From an optimization exercise on the open Yosys and OpenROAD flow, aimed at small area and a short achievable clock period; shortcuts taken in it are not production practice.
The RTL was checked by simulation tests, not by an equivalence proof against the original design.

Setup of before:
==> flow/design.v <==
module reorder_buffer_mc #(
    parameter int unsigned DEPTH    = 16,
    parameter int unsigned IDX_W    = 4,
    parameter int unsigned DATA_W   = 32,
    parameter int unsigned COMMIT_W = 2,
    parameter int unsigned CDB_N    = 2
) (
    input  logic                         clk,
    input  logic                         rst,
    input  logic                         flush,
    input  logic                         alloc_valid,
    input  logic [4:0]                   alloc_rd,
    output logic                         alloc_ready,
    output logic [IDX_W-1:0]             alloc_tag,
    input  logic [CDB_N-1:0]             cdb_valid,
    input  logic [CDB_N*IDX_W-1:0]       cdb_tag,
    input  logic [CDB_N*DATA_W-1:0]      cdb_data,
    output logic [COMMIT_W-1:0]          commit_valid,
    output logic [COMMIT_W*5-1:0]        commit_rd,
    output logic [COMMIT_W*DATA_W-1:0]   commit_data,
    output logic [IDX_W-1:0]             rob_head,
    output logic [IDX_W:0]               count,
    output logic                         empty,
    output logic                         full
);
    localparam int unsigned HALF = DEPTH / 2;
    localparam int unsigned EW   = DATA_W + 6;    
    logic              done_q [DEPTH];
    logic [4:0]        rd_q   [DEPTH];
    logic [DATA_W-1:0] data_q [DEPTH];
    logic [IDX_W-1:0]  head_q, tail_q;
    logic [IDX_W:0]    count_q;
    logic              alloc_fire;
    logic [1:0]        ncommit;
    assign alloc_ready = !flush && !count_q[IDX_W];
    assign alloc_fire  = alloc_valid && alloc_ready;
    assign alloc_tag   = tail_q;
    assign rob_head    = head_q;
    assign count       = count_q;
    assign empty       = (count_q == '0);
    assign full        = count_q[IDX_W];
    logic [HALF-1:0]  osel_q, esel_q;
    logic [EW-1:0]    p0, p1;
    logic             rot_o, rot_e;
    assign rot_o = ncommit[1] || (ncommit[0] && head_q[0]);
    assign rot_e = ncommit[1] || (ncommit[0] && !head_q[0]);
    always_ff @(posedge clk) begin
        if (rst || flush) begin
            osel_q <= HALF'(1);
            esel_q <= HALF'(1);
        end else begin
            if (rot_o) osel_q <= {osel_q[HALF-2:0], osel_q[HALF-1]};
            if (rot_e) esel_q <= {esel_q[HALF-2:0], esel_q[HALF-1]};
        end
    end
    for (genvar b = 0; b < EW; b++) begin : g_rd
        logic [HALF-1:0] ob, eb;
        for (genvar j = 0; j < HALF; j++) begin : g_col
            assign ob[j] = (b == EW-1) ? done_q[2*j+1] : (b >= DATA_W) ? rd_q[2*j+1][b-DATA_W] : data_q[2*j+1][b];
            assign eb[j] = (b == EW-1) ? done_q[2*j]   : (b >= DATA_W) ? rd_q[2*j][b-DATA_W]   : data_q[2*j][b];
        end
        rob_rdbit u_rd (.osel(osel_q), .esel(esel_q), .ob(ob), .eb(eb), .swap(head_q[0]), .p0(p0[b]), .p1(p1[b]));
    end
    assign commit_valid[0]   = !flush && p0[EW-1] && !empty;
    assign commit_valid[1]   = !flush && p0[EW-1] && p1[EW-1] && (count_q[IDX_W:1] != '0);
    assign commit_rd         = {p1[DATA_W +: 5], p0[DATA_W +: 5]};
    assign commit_data       = {p1[DATA_W-1:0], p0[DATA_W-1:0]};
    assign ncommit           = {commit_valid[1], commit_valid[0] && !commit_valid[1]};
    always_ff @(posedge clk) begin
        if (rst || flush) begin
            head_q  <= '0;
            tail_q  <= '0;
            count_q <= '0;
        end else begin
            head_q  <= head_q + IDX_W'(ncommit);
            tail_q  <= tail_q + IDX_W'(alloc_fire);
            count_q <= count_q + (IDX_W+1)'(alloc_fire) - (IDX_W+1)'(ncommit);
        end
    end
    for (genvar e = 0; e < DEPTH; e++) begin : g_ent
        logic hit0, hit1, w0, wr, at_tail, retire;
        assign hit0    = cdb_valid[0] && (cdb_tag[0 +: IDX_W] == IDX_W'(e));
        assign hit1    = cdb_valid[1] && (cdb_tag[IDX_W +: IDX_W] == IDX_W'(e));
        assign w0      = hit0 && !hit1;    
        assign wr      = hit0 || hit1;
        assign at_tail = alloc_fire && (tail_q == IDX_W'(e));
        if (e % 2 == 0) begin : g_even
            assign retire = esel_q[e/2] && (head_q[0] ? commit_valid[1] : commit_valid[0]);
        end else begin : g_odd
            assign retire = osel_q[e/2] && (head_q[0] ? commit_valid[0] : commit_valid[1]);
        end
        always_ff @(posedge clk) begin
            if (rst || flush) begin
                done_q[e] <= 1'b0;
            end else begin
                if (retire || at_tail) begin
                    done_q[e] <= 1'b0;
                end else if (wr) begin
                    done_q[e] <= 1'b1;
                end
            end
        end
        logic hold;
        assign hold = !wr;
        always_ff @(posedge clk) begin
            if (at_tail) rd_q[e] <= alloc_rd;
        end
        for (genvar b = 0; b < DATA_W; b++) begin : g_bit
            logic nxt;
            rob_wrbit u_wr (.w0(w0), .d0(cdb_data[b]), .w1(hit1), .d1(cdb_data[DATA_W+b]),
                            .hold(hold), .q(data_q[e][b]), .d(nxt));
            always_ff @(posedge clk) data_q[e][b] <= nxt;
        end
    end
endmodule
module rob_wrbit (
    input  logic w0, d0, w1, d1, hold, q,
    output logic d
);
    assign d = (w0 & d0) | (w1 & d1) | (hold & q);
endmodule
module rob_rdbit (
    input  logic [7:0] osel, esel, ob, eb,
    input  logic       swap,
    output logic       p0, p1
);
    logic o, e;
    assign o  = |(osel & ob);
    assign e  = |(esel & eb);
    assign p0 = swap ? o : e;
    assign p1 = swap ? e : o;
endmodule
export LEC_CHECK = 0
export CAP_MARGIN = 20
export CELL_PAD_IN_SITES_DETAIL_PLACEMENT = 1
export CELL_PAD_IN_SITES_GLOBAL_PLACEMENT = 1
export CORE_MARGIN = 2
export CORE_UTILIZATION = 50
export CTS_CLUSTER_DIAMETER = 80
export CTS_CLUSTER_SIZE = 24
export PLACE_DENSITY = 0.65
export SETUP_SLACK_MARGIN = 3.0
export SLEW_MARGIN = 20
export SYNTH_HIERARCHICAL = 1
create_clock -name core_clock -period 6.0 [get_ports {clk}]
standard.sh (not shown) runs the stock make flow with config.mk's settings and CLKGATE_MAP_FILE= SYNTH_SCRIPT=/design/flow/synth_recipe.tcl, a recipe that flattens the netlist after the stock synthesis.
==> flow/flow/run.sh <==
#!/bin/bash
# Standard layout, with the port buffers made from plain buffers instead of the default
# delay-cell buffers; every port still gets its own buffer.
set -euo pipefail
export BUFFER_PORTS_ARGS="-buffer_cell sky130_fd_sc_hd__buf_2"
bash standard.sh > standard.log 2>&1
For after, these inputs were changed with respect to before:
-- flow/design.v --
<<< before, line 31
    logic [IDX_W-1:0]  head_q, tail_q;
    logic [IDX_W:0]    count_q;
    logic              alloc_fire;
    logic [1:0]        ncommit;
>>> after, line 31
    logic [IDX_W-1:0]  head_q, tail_q;
    logic [IDX_W:0]    count_q;
    logic              ne_q, ge2_q;
    logic              alloc_fire;
    logic [1:0]        ncommit;
<<< before, line 38
    assign rob_head    = head_q;
    assign count       = count_q;
    assign empty       = (count_q == '0);
    assign full        = count_q[IDX_W];
    logic [HALF-1:0]  osel_q, esel_q;
>>> after, line 39
    assign rob_head    = head_q;
    assign count       = count_q;
    assign empty       = !ne_q;
    assign full        = count_q[IDX_W];
    logic [HALF-1:0]  osel_q, esel_q;
<<< before, line 62
        rob_rdbit u_rd (.osel(osel_q), .esel(esel_q), .ob(ob), .eb(eb), .swap(head_q[0]), .p0(p0[b]), .p1(p1[b]));
    end
    assign commit_valid[0]   = !flush && p0[EW-1] && !empty;
    assign commit_valid[1]   = !flush && p0[EW-1] && p1[EW-1] && (count_q[IDX_W:1] != '0);
    assign commit_rd         = {p1[DATA_W +: 5], p0[DATA_W +: 5]};
    assign commit_data       = {p1[DATA_W-1:0], p0[DATA_W-1:0]};
    assign ncommit           = {commit_valid[1], commit_valid[0] && !commit_valid[1]};
    always_ff @(posedge clk) begin
        if (rst || flush) begin
>>> after, line 63
        rob_rdbit u_rd (.osel(osel_q), .esel(esel_q), .ob(ob), .eb(eb), .swap(head_q[0]), .p0(p0[b]), .p1(p1[b]));
    end
    assign commit_valid[0]   = !flush && p0[EW-1] && ne_q;
    assign commit_valid[1]   = !flush && p0[EW-1] && p1[EW-1] && ge2_q;
    assign commit_rd         = {p1[DATA_W +: 5], p0[DATA_W +: 5]};
    assign commit_data       = {p1[DATA_W-1:0], p0[DATA_W-1:0]};
    assign ncommit           = {commit_valid[1], commit_valid[0] && !commit_valid[1]};
    logic [IDX_W-1:0] head_nx [3];
    logic [IDX_W:0]   cnt_a [3], cnt_n [3];
    always_comb begin
        for (int unsigned n = 0; n < 3; n++) begin
            head_nx[n] = head_q + IDX_W'(n);
            cnt_a[n]   = count_q + (IDX_W+1)'(1) - (IDX_W+1)'(n);
            cnt_n[n]   = count_q - (IDX_W+1)'(n);
        end
    end
    logic [4:0] ge;
    assign ge[0] = 1'b1;
    assign ge[1] = ne_q;
    assign ge[2] = ge2_q;
    assign ge[3] = (count_q >= (IDX_W+1)'(3));
    assign ge[4] = (count_q >= (IDX_W+1)'(4));
    always_ff @(posedge clk) begin
        if (rst || flush) begin
            ne_q  <= 1'b0;
            ge2_q <= 1'b0;
        end else begin
            ne_q  <= alloc_fire ? ge[ncommit]     : ge[ncommit + 2'd1];
            ge2_q <= alloc_fire ? ge[ncommit + 1] : ge[ncommit + 2];
        end
    end
    always_ff @(posedge clk) begin
        if (rst || flush) begin
<<< before, line 73
            count_q <= '0;
        end else begin
            head_q  <= head_q + IDX_W'(ncommit);
            tail_q  <= tail_q + IDX_W'(alloc_fire);
            count_q <= count_q + (IDX_W+1)'(alloc_fire) - (IDX_W+1)'(ncommit);
        end
    end
>>> after, line 98
            count_q <= '0;
        end else begin
            head_q  <= head_nx[ncommit];
            if (alloc_fire) tail_q <= tail_q + IDX_W'(1);
            count_q <= alloc_fire ? cnt_a[ncommit] : cnt_n[ncommit];
        end
    end
Findings:
Delta (after minus before): number of fill cells in the layout has increased; area growth from synthesis to layout increased 3.3 points.
before -> after: number of clock buffers in the layout decreased by more than 10%
Arrival time of the worst setup path essentially unchanged between after and before.
On wire length of the first global-routing pass, the higher figure sits with after, not before.
after: number of non-clock buffers in the layout is 8.9% higher than what before reported.
after reached the end of the flow, and the finished layout is clean on the timing, DRC and antenna checks.
Summary of after over before: total half-perimeter wirelength after legalization and detailed placement increased about 2.5%, core utilization rose 1.4 points, synthesized instance count increased by 83 relative to the old numbers, time the final worst path needs with I/O delays and setup +0.0064 ns.

## static timing again, ports no longer ideal
The results above use ideal ports. As a check the final layouts listed here were re-extracted and re-timed, cells and wires unchanged. Step 1 assumes that a clkbuf_16 drives the clock port and a buf_2 every other input. Step 2 times the ports against the registers' clock, not the clock port: input delays grow and output delays shrink by t, the midpoint of the rising clock arrivals with the driver on. a / b / c = ideal ports / drivers / drivers and shift; a / b = the first two.
| run | t, ns | slack for setup (ns) | slew at the worst register clock pin (ns) | cell pins on the clock port's net |
|---|---|---|---|---|
| before | 0.685 | 2.592 / 2.526 / 2.225 | 0.10 / 0.10 | 1 |
| after | 0.674 | 2.585 / 2.516 / 2.114 | 0.11 / 0.11 | 1 |
After both steps setup and hold are still met in every run listed. For after, which loses most, drivers alone change the setup slack by -0.069 ns; drivers and shift together by -0.471 ns.
